What follows belongs to an exercise in optimizing a design on an open flow for small area, a short achievable clock period and few clock cycles; a production flow would make more cautious choices.
Only the layout flow was run in this run; the RTL was not checked for function there.

===== flow/flow/run.sh =====
#!/bin/bash
# The standard layout (the standard.sh, unchanged synthesis and steps), with the
# port buffers made from the plain buffer buf_1, and timing repair asked to reach
# a setup slack of 7 ns.
set -uo pipefail
export BUFFER_PORTS_ARGS="-buffer_cell sky130_fd_sc_hd__buf_1"
bash standard.sh SETUP_SLACK_MARGIN=7 finish > standard.log 2>&1

===== flow/standard.sh =====
#!/bin/bash
# synth_recipe.tcl (not shown) runs the flow's synth.tcl, then flattens the netlist and writes it again
# the make line also repeats each setting of config.mk as NAME=value (left out here)
make -C /OpenROAD-flow-scripts/flow DESIGN_CONFIG=/design/flow/config.mk WORK_HOME=/design/flow/orfs CLKGATE_MAP_FILE= SYNTH_SCRIPT=/design/flow/synth_recipe.tcl "${@:-finish}"

===== flow/config.mk =====
export PLATFORM = sky130hd
export DESIGN_NAME = sparse_mac_row
export DESIGN_NICKNAME = sparse_mac_row
export VERILOG_FILES = /design/flow/design.v
export SDC_FILE = /design/flow/constraint.sdc
export NUM_CORES = 4
export LEC_CHECK = 0
export CAP_MARGIN = 20
export CORE_MARGIN = 2
export CORE_UTILIZATION = 40
export SLEW_MARGIN = 20

===== flow/constraint.sdc =====
create_clock -name core_clock -period 12.0 [get_ports {Clk}]
set_input_delay 2.4000 -clock core_clock [delete_from_list [all_inputs] [get_ports {Clk}]]
set_output_delay 2.4000 -clock core_clock [all_outputs]
set_load 0.01 [all_outputs]

===== flow/design.v =====
module sparse_mac_row #(
  parameter int DATA_WIDTH = 8,
  parameter int ACC_WIDTH  = 32,
  parameter int BLOCK_SIZE = 4,
  parameter int NUM_PE     = 4,
  parameter int IDX_WIDTH  = 4,
  localparam int OUT_IDX_WIDTH = (NUM_PE > 1) ? $clog2(NUM_PE) : 1
) (
  input  logic                                       Clk,
  input  logic                                       rst,
  input  logic [BLOCK_SIZE*BLOCK_SIZE*DATA_WIDTH-1:0] act_block,
  input  logic [DATA_WIDTH-1:0]                      weight_in,
  input  logic [NUM_PE*IDX_WIDTH-1:0]                idx_in,
  input  logic [NUM_PE*ACC_WIDTH-1:0]                bias_in,
  input  logic                                       is_signed,
  input  logic                                       block_last,
  input  logic                                       in_valid,
  output logic                                       in_ready,
  output logic [ACC_WIDTH-1:0]                       out_data,
  output logic [OUT_IDX_WIDTH-1:0]                   out_idx,
  output logic                                       out_last,
  output logic                                       out_valid,
  input  logic                                       out_ready
);
  localparam int NE = BLOCK_SIZE * BLOCK_SIZE;
  localparam int PW = 2 * DATA_WIDTH + 2;    
  logic                         first_q;    
  logic                         v1;         
  logic                         last1;      
  logic                         in_rdy_q;
  logic [NE*DATA_WIDTH-1:0]     act_q, act_d;
  logic                         signed_q, signed_d;
  logic [DATA_WIDTH-1:0]        w1;
  logic [NUM_PE-1:0]            s1;          
  logic [DATA_WIDTH-1:0]        a1   [NUM_PE];
  logic [ACC_WIDTH-1:0]         acc  [NUM_PE];
  logic [ACC_WIDTH-1:0]         obuf [NUM_PE];
  logic [ACC_WIDTH-1:0]         sum  [NUM_PE];
  logic accept, obuf_free, hold1, out_take;
  assign in_ready  = in_rdy_q;
  assign accept    = in_valid && in_rdy_q;
  assign out_take  = out_valid && out_ready;
  assign obuf_free = !out_valid || (out_take && out_idx == OUT_IDX_WIDTH'(NUM_PE - 1));
  assign hold1     = v1 && last1 && !obuf_free;
  assign act_d    = first_q ? act_block : act_q;
  assign signed_d = first_q ? is_signed : signed_q;
  for (genvar k = 0; k < NUM_PE; k++) begin : g_pe
    smr_mac u_mac (.acc(acc[k]), .a(a1[k]), .b(w1), .s(s1[k]), .sum(sum[k]));
  end
  always_comb begin
    out_data = obuf[0];
    for (int k = 1; k < NUM_PE; k++)
      if (out_idx == OUT_IDX_WIDTH'(k)) out_data = obuf[k];
  end
  assign out_last = out_valid && (out_idx == OUT_IDX_WIDTH'(NUM_PE - 1));
  always_ff @(posedge Clk or posedge rst) begin
    if (rst) begin
      first_q   <= 1'b1;
      v1        <= 1'b0;
      last1     <= 1'b0;
      in_rdy_q  <= 1'b1;
      out_valid <= 1'b0;
      out_idx   <= '0;
    end else begin
      logic nv1, nlast1, nov;
      nv1    = hold1 ? v1    : accept;
      nlast1 = hold1 ? last1 : block_last;
      v1    <= nv1;
      last1 <= nlast1;
      if (accept) first_q <= block_last;
      nov = out_valid;
      if (v1 && last1 && !hold1) begin
        nov = 1'b1;
        out_idx <= '0;
      end else if (out_take) begin
        if (out_idx == OUT_IDX_WIDTH'(NUM_PE - 1)) nov = 1'b0;
        out_idx <= out_idx + 1'b1;
      end
      out_valid <= nov;
      in_rdy_q  <= !(nv1 && nlast1 && nov);
    end
  end
  always_ff @(posedge Clk) begin
    act_q    <= act_d;
    signed_q <= signed_d;
    if (!hold1)               s1[0] <= signed_d;
    if (first_q && !hold1)    s1[1] <= signed_d;
    if (accept)               s1[2] <= signed_d;
    if (accept && first_q)    s1[3] <= signed_d;
    if (!hold1) begin
      w1 <= weight_in;
      for (int k = 0; k < NUM_PE; k++)
        a1[k] <= act_d[idx_in[k*IDX_WIDTH +: IDX_WIDTH]*DATA_WIDTH +: DATA_WIDTH];
    end
    for (int k = 0; k < NUM_PE; k++) begin
      if (v1 && !last1)
        acc[k] <= sum[k];
      else if (first_q && !hold1)
        acc[k] <= bias_in[k*ACC_WIDTH +: ACC_WIDTH];
      if (v1 && last1 && !hold1)
        obuf[k] <= sum[k];
    end
  end
endmodule
module smr_mac (
  input  logic [31:0] acc,
  input  logic [7:0]  a,
  input  logic [7:0]  b,
  input  logic        s,
  output logic [31:0] sum
);
  logic pp_0_0;
  logic pp_0_1;
  logic pp_0_2;
  logic pp_0_3;
  logic pp_0_4;
  logic pp_0_5;
  logic pp_0_6;
  logic pp_1_0;
  logic pp_1_1;
  logic pp_1_2;
  logic pp_1_3;
  logic pp_1_4;
  logic pp_1_5;
  logic pp_1_6;
  logic pp_2_0;
  logic pp_2_1;
  logic pp_2_2;
  logic pp_2_3;
  logic pp_2_4;
  logic pp_2_5;
  logic pp_2_6;
  logic pp_3_0;
  logic pp_3_1;
  logic pp_3_2;
  logic pp_3_3;
  logic pp_3_4;
  logic pp_3_5;
  logic pp_3_6;
  logic pp_4_0;
  logic pp_4_1;
  logic pp_4_2;
  logic pp_4_3;
  logic pp_4_4;
  logic pp_4_5;
  logic pp_4_6;
  logic pp_5_0;
  logic pp_5_1;
  logic pp_5_2;
  logic pp_5_3;
  logic pp_5_4;
  logic pp_5_5;
  logic pp_5_6;
  logic pp_6_0;
  logic pp_6_1;
  logic pp_6_2;
  logic pp_6_3;
  logic pp_6_4;
  logic pp_6_5;
  logic pp_6_6;
  logic pa_0;
  logic pb_0;
  logic pa_1;
  logic pb_1;
  logic pa_2;
  logic pb_2;
  logic pa_3;
  logic pb_3;
  logic pa_4;
  logic pb_4;
  logic pa_5;
  logic pb_5;
  logic pa_6;
  logic pb_6;
  logic pab;
  logic hs0;
  logic hc0;
  logic fs1;
  logic fc1;
  logic hs2;
  logic hc2;
  logic fs3;
  logic fc3;
  logic fs4;
  logic fc4;
  logic hs5;
  logic hc5;
  logic fs6;
  logic fc6;
  logic fs7;
  logic fc7;
  logic fs8;
  logic fc8;
  logic fs9;
  logic fc9;
  logic fs10;
  logic fc10;
  logic fs11;
  logic fc11;
  logic hs12;
  logic hc12;
  logic fs13;
  logic fc13;
  logic hs14;
  logic hc14;
  logic fs15;
  logic fc15;
  logic fs16;
  logic fc16;
  logic fs17;
  logic fc17;
  logic fs18;
  logic fc18;
  logic fs19;
  logic fc19;
  logic fs20;
  logic fc20;
  logic fs21;
  logic fc21;
  logic fs22;
  logic fc22;
  logic fs23;
  logic fc23;
  logic fs24;
  logic fc24;
  logic fs25;
  logic fc25;
  logic fs26;
  logic fc26;
  logic fs27;
  logic fc27;
  logic fs28;
  logic fc28;
  logic fs29;
  logic fc29;
  logic hs30;
  logic hc30;
  logic fs31;
  logic fc31;
  logic fs32;
  logic fc32;
  logic fs33;
  logic fc33;
  logic fs34;
  logic fc34;
  logic fs35;
  logic fc35;
  logic fs36;
  logic fc36;
  logic fs37;
  logic fc37;
  logic fs38;
  logic fc38;
  logic fs39;
  logic fc39;
  logic fs40;
  logic fc40;
  logic fs41;
  logic fc41;
  logic hs42;
  logic hc42;
  logic fs43;
  logic fc43;
  logic fs44;
  logic fc44;
  logic fs45;
  logic fc45;
  logic fs46;
  logic fc46;
  logic fs47;
  logic fc47;
  logic fs48;
  logic fc48;
  logic fs49;
  logic fc49;
  logic fs50;
  logic fc50;
  logic fs51;
  logic fc51;
  logic fs52;
  logic fc52;
  logic fs53;
  logic fc53;
  logic fs54;
  logic fc54;
  logic fs55;
  logic fc55;
  logic hs56;
  logic hc56;
  logic hs57;
  logic hc57;
  logic hs58;
  logic hc58;
  logic hs59;
  logic hc59;
  logic hs60;
  logic hc60;
  logic hs61;
  logic hc61;
  logic hs62;
  logic hc62;
  logic hs63;
  logic hc63;
  logic hs64;
  logic hc64;
  logic hs65;
  logic hc65;
  logic hs66;
  logic hc66;
  logic hs67;
  logic hc67;
  logic hs68;
  logic hc68;
  logic hs69;
  logic hc69;
  logic hs70;
  logic hc70;
  logic hs71;
  logic hc71;
  logic hs72;
  logic hc72;
  assign pp_0_0 = a[0] & b[0];
  assign pp_0_1 = a[0] & b[1];
  assign pp_0_2 = a[0] & b[2];
  assign pp_0_3 = a[0] & b[3];
  assign pp_0_4 = a[0] & b[4];
  assign pp_0_5 = a[0] & b[5];
  assign pp_0_6 = a[0] & b[6];
  assign pp_1_0 = a[1] & b[0];
  assign pp_1_1 = a[1] & b[1];
  assign pp_1_2 = a[1] & b[2];
  assign pp_1_3 = a[1] & b[3];
  assign pp_1_4 = a[1] & b[4];
  assign pp_1_5 = a[1] & b[5];
  assign pp_1_6 = a[1] & b[6];
  assign pp_2_0 = a[2] & b[0];
  assign pp_2_1 = a[2] & b[1];
  assign pp_2_2 = a[2] & b[2];
  assign pp_2_3 = a[2] & b[3];
  assign pp_2_4 = a[2] & b[4];
  assign pp_2_5 = a[2] & b[5];
  assign pp_2_6 = a[2] & b[6];
  assign pp_3_0 = a[3] & b[0];
  assign pp_3_1 = a[3] & b[1];
  assign pp_3_2 = a[3] & b[2];
  assign pp_3_3 = a[3] & b[3];
  assign pp_3_4 = a[3] & b[4];
  assign pp_3_5 = a[3] & b[5];
  assign pp_3_6 = a[3] & b[6];
  assign pp_4_0 = a[4] & b[0];
  assign pp_4_1 = a[4] & b[1];
  assign pp_4_2 = a[4] & b[2];
  assign pp_4_3 = a[4] & b[3];
  assign pp_4_4 = a[4] & b[4];
  assign pp_4_5 = a[4] & b[5];
  assign pp_4_6 = a[4] & b[6];
  assign pp_5_0 = a[5] & b[0];
  assign pp_5_1 = a[5] & b[1];
  assign pp_5_2 = a[5] & b[2];
  assign pp_5_3 = a[5] & b[3];
  assign pp_5_4 = a[5] & b[4];
  assign pp_5_5 = a[5] & b[5];
  assign pp_5_6 = a[5] & b[6];
  assign pp_6_0 = a[6] & b[0];
  assign pp_6_1 = a[6] & b[1];
  assign pp_6_2 = a[6] & b[2];
  assign pp_6_3 = a[6] & b[3];
  assign pp_6_4 = a[6] & b[4];
  assign pp_6_5 = a[6] & b[5];
  assign pp_6_6 = a[6] & b[6];
  assign pa_0 = (a[7] & b[0]) ^ s;
  assign pb_0 = (b[7] & a[0]) ^ s;
  assign pa_1 = (a[7] & b[1]) ^ s;
  assign pb_1 = (b[7] & a[1]) ^ s;
  assign pa_2 = (a[7] & b[2]) ^ s;
  assign pb_2 = (b[7] & a[2]) ^ s;
  assign pa_3 = (a[7] & b[3]) ^ s;
  assign pb_3 = (b[7] & a[3]) ^ s;
  assign pa_4 = (a[7] & b[4]) ^ s;
  assign pb_4 = (b[7] & a[4]) ^ s;
  assign pa_5 = (a[7] & b[5]) ^ s;
  assign pb_5 = (b[7] & a[5]) ^ s;
  assign pa_6 = (a[7] & b[6]) ^ s;
  assign pb_6 = (b[7] & a[6]) ^ s;
  assign pab = a[7] & b[7];
  assign hs0 = pp_0_5 ^ pp_1_4;
  assign hc0 = pp_0_5 & pp_1_4;
  assign fs1 = pp_0_6 ^ pp_1_5 ^ pp_2_4;
  assign fc1 = (pp_0_6 & pp_1_5) | (pp_0_6 & pp_2_4) | (pp_1_5 & pp_2_4);
  assign hs2 = pp_3_3 ^ pp_4_2;
  assign hc2 = pp_3_3 & pp_4_2;
  assign fs3 = pp_1_6 ^ pp_2_5 ^ pp_3_4;
  assign fc3 = (pp_1_6 & pp_2_5) | (pp_1_6 & pp_3_4) | (pp_2_5 & pp_3_4);
  assign fs4 = pp_4_3 ^ pp_5_2 ^ pp_6_1;
  assign fc4 = (pp_4_3 & pp_5_2) | (pp_4_3 & pp_6_1) | (pp_5_2 & pp_6_1);
  assign hs5 = pa_0 ^ pb_0;
  assign hc5 = pa_0 & pb_0;
  assign fs6 = pp_2_6 ^ pp_3_5 ^ pp_4_4;
  assign fc6 = (pp_2_6 & pp_3_5) | (pp_2_6 & pp_4_4) | (pp_3_5 & pp_4_4);
  assign fs7 = pp_5_3 ^ pp_6_2 ^ pa_1;
  assign fc7 = (pp_5_3 & pp_6_2) | (pp_5_3 & pa_1) | (pp_6_2 & pa_1);
  assign fs8 = pb_1 ^ s ^ acc[8];
  assign fc8 = (pb_1 & s) | (pb_1 & acc[8]) | (s & acc[8]);
  assign fs9 = pp_3_6 ^ pp_4_5 ^ pp_5_4;
  assign fc9 = (pp_3_6 & pp_4_5) | (pp_3_6 & pp_5_4) | (pp_4_5 & pp_5_4);
  assign fs10 = pp_6_3 ^ pa_2 ^ pb_2;
  assign fc10 = (pp_6_3 & pa_2) | (pp_6_3 & pb_2) | (pa_2 & pb_2);
  assign fs11 = pp_4_6 ^ pp_5_5 ^ pp_6_4;
  assign fc11 = (pp_4_6 & pp_5_5) | (pp_4_6 & pp_6_4) | (pp_5_5 & pp_6_4);
  assign hs12 = pp_0_3 ^ pp_1_2;
  assign hc12 = pp_0_3 & pp_1_2;
  assign fs13 = pp_0_4 ^ pp_1_3 ^ pp_2_2;
  assign fc13 = (pp_0_4 & pp_1_3) | (pp_0_4 & pp_2_2) | (pp_1_3 & pp_2_2);
  assign hs14 = pp_3_1 ^ pp_4_0;
  assign hc14 = pp_3_1 & pp_4_0;
  assign fs15 = pp_2_3 ^ pp_3_2 ^ pp_4_1;
  assign fc15 = (pp_2_3 & pp_3_2) | (pp_2_3 & pp_4_1) | (pp_3_2 & pp_4_1);
  assign fs16 = pp_5_0 ^ acc[5] ^ hs0;
  assign fc16 = (pp_5_0 & acc[5]) | (pp_5_0 & hs0) | (acc[5] & hs0);
  assign fs17 = pp_5_1 ^ pp_6_0 ^ acc[6];
  assign fc17 = (pp_5_1 & pp_6_0) | (pp_5_1 & acc[6]) | (pp_6_0 & acc[6]);
  assign fs18 = hc0 ^ fs1 ^ hs2;
  assign fc18 = (hc0 & fs1) | (hc0 & hs2) | (fs1 & hs2);
  assign fs19 = acc[7] ^ fc1 ^ hc2;
  assign fc19 = (acc[7] & fc1) | (acc[7] & hc2) | (fc1 & hc2);
  assign fs20 = fs3 ^ fs4 ^ hs5;
  assign fc20 = (fs3 & fs4) | (fs3 & hs5) | (fs4 & hs5);
  assign fs21 = fc3 ^ fc4 ^ hc5;
  assign fc21 = (fc3 & fc4) | (fc3 & hc5) | (fc4 & hc5);
  assign fs22 = fs6 ^ fs7 ^ fs8;
  assign fc22 = (fs6 & fs7) | (fs6 & fs8) | (fs7 & fs8);
  assign fs23 = acc[9] ^ fc6 ^ fc7;
  assign fc23 = (acc[9] & fc6) | (acc[9] & fc7) | (fc6 & fc7);
  assign fs24 = fc8 ^ fs9 ^ fs10;
  assign fc24 = (fc8 & fs9) | (fc8 & fs10) | (fs9 & fs10);
  assign fs25 = pa_3 ^ pb_3 ^ acc[10];
  assign fc25 = (pa_3 & pb_3) | (pa_3 & acc[10]) | (pb_3 & acc[10]);
  assign fs26 = fc9 ^ fc10 ^ fs11;
  assign fc26 = (fc9 & fc10) | (fc9 & fs11) | (fc10 & fs11);
  assign fs27 = pp_5_6 ^ pp_6_5 ^ pa_4;
  assign fc27 = (pp_5_6 & pp_6_5) | (pp_5_6 & pa_4) | (pp_6_5 & pa_4);
  assign fs28 = pb_4 ^ acc[11] ^ fc11;
  assign fc28 = (pb_4 & acc[11]) | (pb_4 & fc11) | (acc[11] & fc11);
  assign fs29 = pp_6_6 ^ pa_5 ^ pb_5;
  assign fc29 = (pp_6_6 & pa_5) | (pp_6_6 & pb_5) | (pa_5 & pb_5);
  assign hs30 = pp_0_2 ^ pp_1_1;
  assign hc30 = pp_0_2 & pp_1_1;
  assign fs31 = pp_2_1 ^ pp_3_0 ^ acc[3];
  assign fc31 = (pp_2_1 & pp_3_0) | (pp_2_1 & acc[3]) | (pp_3_0 & acc[3]);
  assign fs32 = acc[4] ^ hc12 ^ fs13;
  assign fc32 = (acc[4] & hc12) | (acc[4] & fs13) | (hc12 & fs13);
  assign fs33 = fc13 ^ hc14 ^ fs15;
  assign fc33 = (fc13 & hc14) | (fc13 & fs15) | (hc14 & fs15);
  assign fs34 = fc15 ^ fc16 ^ fs17;
  assign fc34 = (fc15 & fc16) | (fc15 & fs17) | (fc16 & fs17);
  assign fs35 = fc17 ^ fc18 ^ fs19;
  assign fc35 = (fc17 & fc18) | (fc17 & fs19) | (fc18 & fs19);
  assign fs36 = fc19 ^ fc20 ^ fs21;
  assign fc36 = (fc19 & fc20) | (fc19 & fs21) | (fc20 & fs21);
  assign fs37 = fc21 ^ fc22 ^ fs23;
  assign fc37 = (fc21 & fc22) | (fc21 & fs23) | (fc22 & fs23);
  assign fs38 = fc23 ^ fc24 ^ fs25;
  assign fc38 = (fc23 & fc24) | (fc23 & fs25) | (fc24 & fs25);
  assign fs39 = fc25 ^ fc26 ^ fs27;
  assign fc39 = (fc25 & fc26) | (fc25 & fs27) | (fc26 & fs27);
  assign fs40 = acc[12] ^ fc27 ^ fc28;
  assign fc40 = (acc[12] & fc27) | (acc[12] & fc28) | (fc27 & fc28);
  assign fs41 = pa_6 ^ pb_6 ^ acc[13];
  assign fc41 = (pa_6 & pb_6) | (pa_6 & acc[13]) | (pb_6 & acc[13]);
  assign hs42 = pp_0_1 ^ pp_1_0;
  assign hc42 = pp_0_1 & pp_1_0;
  assign fs43 = pp_2_0 ^ acc[2] ^ hs30;
  assign fc43 = (pp_2_0 & acc[2]) | (pp_2_0 & hs30) | (acc[2] & hs30);
  assign fs44 = hs12 ^ hc30 ^ fs31;
  assign fc44 = (hs12 & hc30) | (hs12 & fs31) | (hc30 & fs31);
  assign fs45 = hs14 ^ fc31 ^ fs32;
  assign fc45 = (hs14 & fc31) | (hs14 & fs32) | (fc31 & fs32);
  assign fs46 = fs16 ^ fc32 ^ fs33;
  assign fc46 = (fs16 & fc32) | (fs16 & fs33) | (fc32 & fs33);
  assign fs47 = fs18 ^ fc33 ^ fs34;
  assign fc47 = (fs18 & fc33) | (fs18 & fs34) | (fc33 & fs34);
  assign fs48 = fs20 ^ fc34 ^ fs35;
  assign fc48 = (fs20 & fc34) | (fs20 & fs35) | (fc34 & fs35);
  assign fs49 = fs22 ^ fc35 ^ fs36;
  assign fc49 = (fs22 & fc35) | (fs22 & fs36) | (fc35 & fs36);
  assign fs50 = fs24 ^ fc36 ^ fs37;
  assign fc50 = (fs24 & fc36) | (fs24 & fs37) | (fc36 & fs37);
  assign fs51 = fs26 ^ fc37 ^ fs38;
  assign fc51 = (fs26 & fc37) | (fs26 & fs38) | (fc37 & fs38);
  assign fs52 = fs28 ^ fc38 ^ fs39;
  assign fc52 = (fs28 & fc38) | (fs28 & fs39) | (fc38 & fs39);
  assign fs53 = fs29 ^ fc39 ^ fs40;
  assign fc53 = (fs29 & fc39) | (fs29 & fs40) | (fc39 & fs40);
  assign fs54 = fc29 ^ fc40 ^ fs41;
  assign fc54 = (fc29 & fc40) | (fc29 & fs41) | (fc40 & fs41);
  assign fs55 = pab ^ acc[14] ^ fc41;
  assign fc55 = (pab & acc[14]) | (pab & fc41) | (acc[14] & fc41);
  assign hs56 = s ^ acc[15];
  assign hc56 = s & acc[15];
  assign hs57 = s ^ acc[16];
  assign hc57 = s & acc[16];
  assign hs58 = s ^ acc[17];
  assign hc58 = s & acc[17];
  assign hs59 = s ^ acc[18];
  assign hc59 = s & acc[18];
  assign hs60 = s ^ acc[19];
  assign hc60 = s & acc[19];
  assign hs61 = s ^ acc[20];
  assign hc61 = s & acc[20];
  assign hs62 = s ^ acc[21];
  assign hc62 = s & acc[21];
  assign hs63 = s ^ acc[22];
  assign hc63 = s & acc[22];
  assign hs64 = s ^ acc[23];
  assign hc64 = s & acc[23];
  assign hs65 = s ^ acc[24];
  assign hc65 = s & acc[24];
  assign hs66 = s ^ acc[25];
  assign hc66 = s & acc[25];
  assign hs67 = s ^ acc[26];
  assign hc67 = s & acc[26];
  assign hs68 = s ^ acc[27];
  assign hc68 = s & acc[27];
  assign hs69 = s ^ acc[28];
  assign hc69 = s & acc[28];
  assign hs70 = s ^ acc[29];
  assign hc70 = s & acc[29];
  assign hs71 = s ^ acc[30];
  assign hc71 = s & acc[30];
  assign hs72 = s ^ acc[31];
  assign hc72 = s & acc[31];
  logic [31:0] r0, r1;
  assign r0 = {hc71, hc70, hc69, hc68, hc67, hc66, hc65, hc64, hc63, hc62, hc61, hc60, hc59, hc58, hc57, hc56, fc55, fc54, fc53, fc52, fc51, fc50, fc49, fc48, fc47, fc46, fc45, fc44, fc43, hc42, acc[1], pp_0_0};
  assign r1 = {hs72, hs71, hs70, hs69, hs68, hs67, hs66, hs65, hs64, hs63, hs62, hs61, hs60, hs59, hs58, hs57, hs56, fs55, fs54, fs53, fs52, fs51, fs50, fs49, fs48, fs47, fs46, fs45, fs44, fs43, hs42, acc[0]};
  assign sum = r0 + r1;
endmodule

==> summary.txt <==
Placement
  • DP HPWL: about 74 mm
  • Placement Setup Slack: between 6 and 7 ns
  • Cell Area, Placed: 36,940 µm²
  • GP Congestion: approximately 0.9
  • IO buf count: 322

Setup path
  • Arr. time, crit path: approximately 5.6 ns
  • Crit path launch: w1[4]
  • Crit. End Element: register
  • Startpoint types: register
  • Worst EP required: about 12 ns
  • Crit path kind: reg -> reg
  • Worst R2R Start: w1[4]
  • Crit-path max FO: 8

Synthesis
  • Syn_area_per_cell: 10.82 µm²
  • Most frequent cell after synthesis: nand2_1
  • Yosys cell types: 89
  • Most used DFF post-synth: edfxtp_1
  • Sequential element share of the synthesized area: roughly 34%
  • Cells after Synth: ~3,200
  • Synth area leaders: edfxtp_1, fa_1, mux4_2
  • YS warnings: 8
  • Post-synth EDFFs: 300
  • Cell taking the most area after synthesis: edfxtp_1
  • Top cells by count, synth: nand2_1, inv_1, edfxtp_1
  • Syn_nets: between 3,000 and 4,000
  • Post-synth top area share: approximately a quarter
  • Async SR Flop Fraction: 1.606%
  • Seq cells post-synth: 436
  • Post-Syn Area: 34,530 µm²

STA
  • Worst slew pin tran: between 1 and 1.5 ns
  • Final Hold Vio Count: 0
  • # setup viols final: 0
  • Slew Viols, Final: 0
  • Worst clock skew: 0.06645 ns
  • Hold WS: 0.5087 ns
  • Final setup TNS: 0 ns
  • Rel. slew slack: approximately a quarter
  • Part of the cycle the worst path needs: 42.59%
  • Max Clk Rate: 0.1957 GHz
  • RSZ-0062 raised after global routing: true
  • Tmin final: 5.111 ns
  • Worst Setup Slack, final: 6.889 ns

Status
  • Status: complete, no violations

CTS
  • Num Clock Sinks: between 400 and 500
  • H-tree depth: 2
  • CTS buffer count: 55
  • Root Buffer Master: clkbuf_16
  • Clk buf depth: 3
  • CTS Hold Bufs: 0
  • Clock transition at the registers of the reported paths: around 0.06 ns
  • CTS tree: done
  • Clk latency of the worst-skew pair: between 0.6 and 0.7 ns

Routing
  • Routed Antenna Nets: 0
  • 1st-iter DRT viols: about 1,900
  • Final wirelength: about 110 mm
  • Pre-Repair DR Iteration Count: 5
  • DR vias: about 26,000
  • Residual DRC: 0
  • Via density: 5.434
  • Average routed wire per standard cell: 22.30 µm

Layout
  • FF/Latch Area: 11,770 µm²
  • Fillers: roughly 8,000
  • Area Growth Syn to Fin: 20.14%
  • Layout cell share with drive strength beyond 1: a little under a quarter
  • Nets: ~4,200
  • Final instance area: a little over 40,000 µm²
  • Footprint of the multi-input gates: 22,410 µm²

Global route
  • Busiest grt layer: met2
  • Number of global-route vias before repair: approximately 26,000
  • Met3 Usage GRT: under 10%
  • Initial antenna violation count: 10
  • Largest net degree at the start of global routing: 131
  • Met1 usage: between 30% and 40%
  • Total GRT Usage: between 20% and 30%
  • Total grt overflow: 0
  • First-pass GRT wire length: 156.2 mm
  • GR Util met2: roughly 38%

Floorplan
  • DIE AREA: ~90,000 µm²
  • # rows: 107
  • # IOs: around 320
  • Initial Utilization: roughly two fifths
  • Die H: between 200 and 300 µm
  • Core area: ~85,000 µm²
  • Die X: approximately 300 µm

Hold path
  • Hold_sp: act_q[23]
  • Hold Path Class: reg -> reg

Flow run
  • Max cap viols: 0
==> area by class of cell <==
class                           instances  share of cell area (%)
Multi-Input combinational cell       2276                   54.03
Sequential cell                       436                   28.39
Timing Repair Buffer                  463                   6.440
Clock buffer                           77                   3.861
Tap cell                             1144                   3.451
Inverter                              314                   2.842
Clock inverter                         27                  0.9562
Antenna cell                            6                 0.03620
==> timing repair <==
action,in CTS,in global routing
resized for setup,115,240
gates cloned,2,9
buffers inserted,48,53
pin swaps,16,95
setup endpoints to repair,142,166
==> sequential cells by signal, indices dropped and copies added (netlist names) <==
register,count
in_rdy_q,1
a1,32
last1,1
obuf,128
w1,8
first_q,1
out_valid,1
signed_q,1
act_q,128
out_idx,2
s1,4
acc,128
v1,1
==> stage by stage <==
| step | util [%] | instances |
|---|---|---|
| floorplan | - | 3191 |
| global placement | 43.25 | 4521 |
| detailed placement | 43.25 | 4521 |
| CTS | 46.60 | 4675 |
| global route | 48.56 | 4742 |
| finish | 48.56 | 4743 |
==> path summary, 6_finish.rpt <==
kind	slack (ns)	to	cells past startpoint
min	0.51	act_q[23]	1
max in group asynchronous	10.07	in_rdy_q	2
max reg2reg	6.89	acc[0][31]	18
max	6.89	acc[0][31]	18
min in group asynchronous	1.65	last1	2
min reg2reg	0.51	act_q[23]	1
==> critical path, cell delays in order (launching register included) <==
cell	delay (ns)
edfxtp_1	0.50
buf_12	0.19
nand2_1	0.08
fa_2	0.35
fa_1	0.49
inv_1	0.06
fa_1	0.55
fa_1	0.46
ha_4	0.29
and2_4	0.16
a32oi_2	0.24
o31a_1	0.25
o211ai_1	0.10
buf_4	0.18
a311oi_2	0.27
buf_4	0.18
o31ai_4	0.08
or4_1	0.48
nand3_1	0.09
==> logic make-up (layout without fill, tap and decap cells) <==
group | after synthesis | in the layout | synth area share [%]
muxes | 367 | 367 | 17.07
DFF | 436 | 436 | 34.09
other | 0 | 6 | 0
adders and majority gates | 415 | 415 | 19.30
and+or+nand+nor | 841 | 842 | 10.77
buffers and inverters | 480 | 881 | 5.458
xor gates and xnor gates | 176 | 176 | 4.465
AOI/OAI and AO/OA | 476 | 476 | 8.850
==> cell usage in the layout (no fill, tap or decap), types with 23 or more instances in the layout <==
cell	instances
a21o_1	73
a21oi_1	126
and2_1	89
buf_1	318
buf_4	106
clkbuf_16	66
dfxtp_1	129
edfxtp_1	300
fa_1	173
fa_2	23
ha_1	182
ha_4	31
inv_1	295
mux2_2	168
mux4_2	160
nand2_1	500
nand4_1	28
nor2_1	86
o21ai_0	58
o21ai_1	23
xnor2_1	96
xor2_1	64
==> metal layers <==
layer / vias up / part of all wire [%]
met5: - / 0.012
met4: 2 / 3.0
met3: 177 / 6.0
met2: 782 / 47
met1: 12909 / 44
li1: 11902 / -

## static timing again, ports no longer ideal
In the flow no input, the clock included, has a driving cell. The finished layout below was timed again as built, in two steps.
Step 1 sets driving cells, clkbuf_16 on the clock port and buf_2 on the other inputs (assumed; they add their load-dependent delay and slew).
Step 2 adds t to the input delays and takes it off the output delays; t is the mean of the earliest and latest rising clock arrival at the registers after step 1. Input paths then give back, and output paths get back, about the clock's delay inside the block.
Three values: ideal, step 1, step 2; two values: the first two.
t (ns): 0.692
setup slack, ns: 6.889 / 6.889 / 6.712
slew at the worst register clock pin (ns): 0.07 / 0.07
pins driven straight from the clock port: 1
After both steps this run still meets setup and hold. For this run, drivers alone change the setup slack by 0.000 ns; drivers and shift together by -0.177 ns.
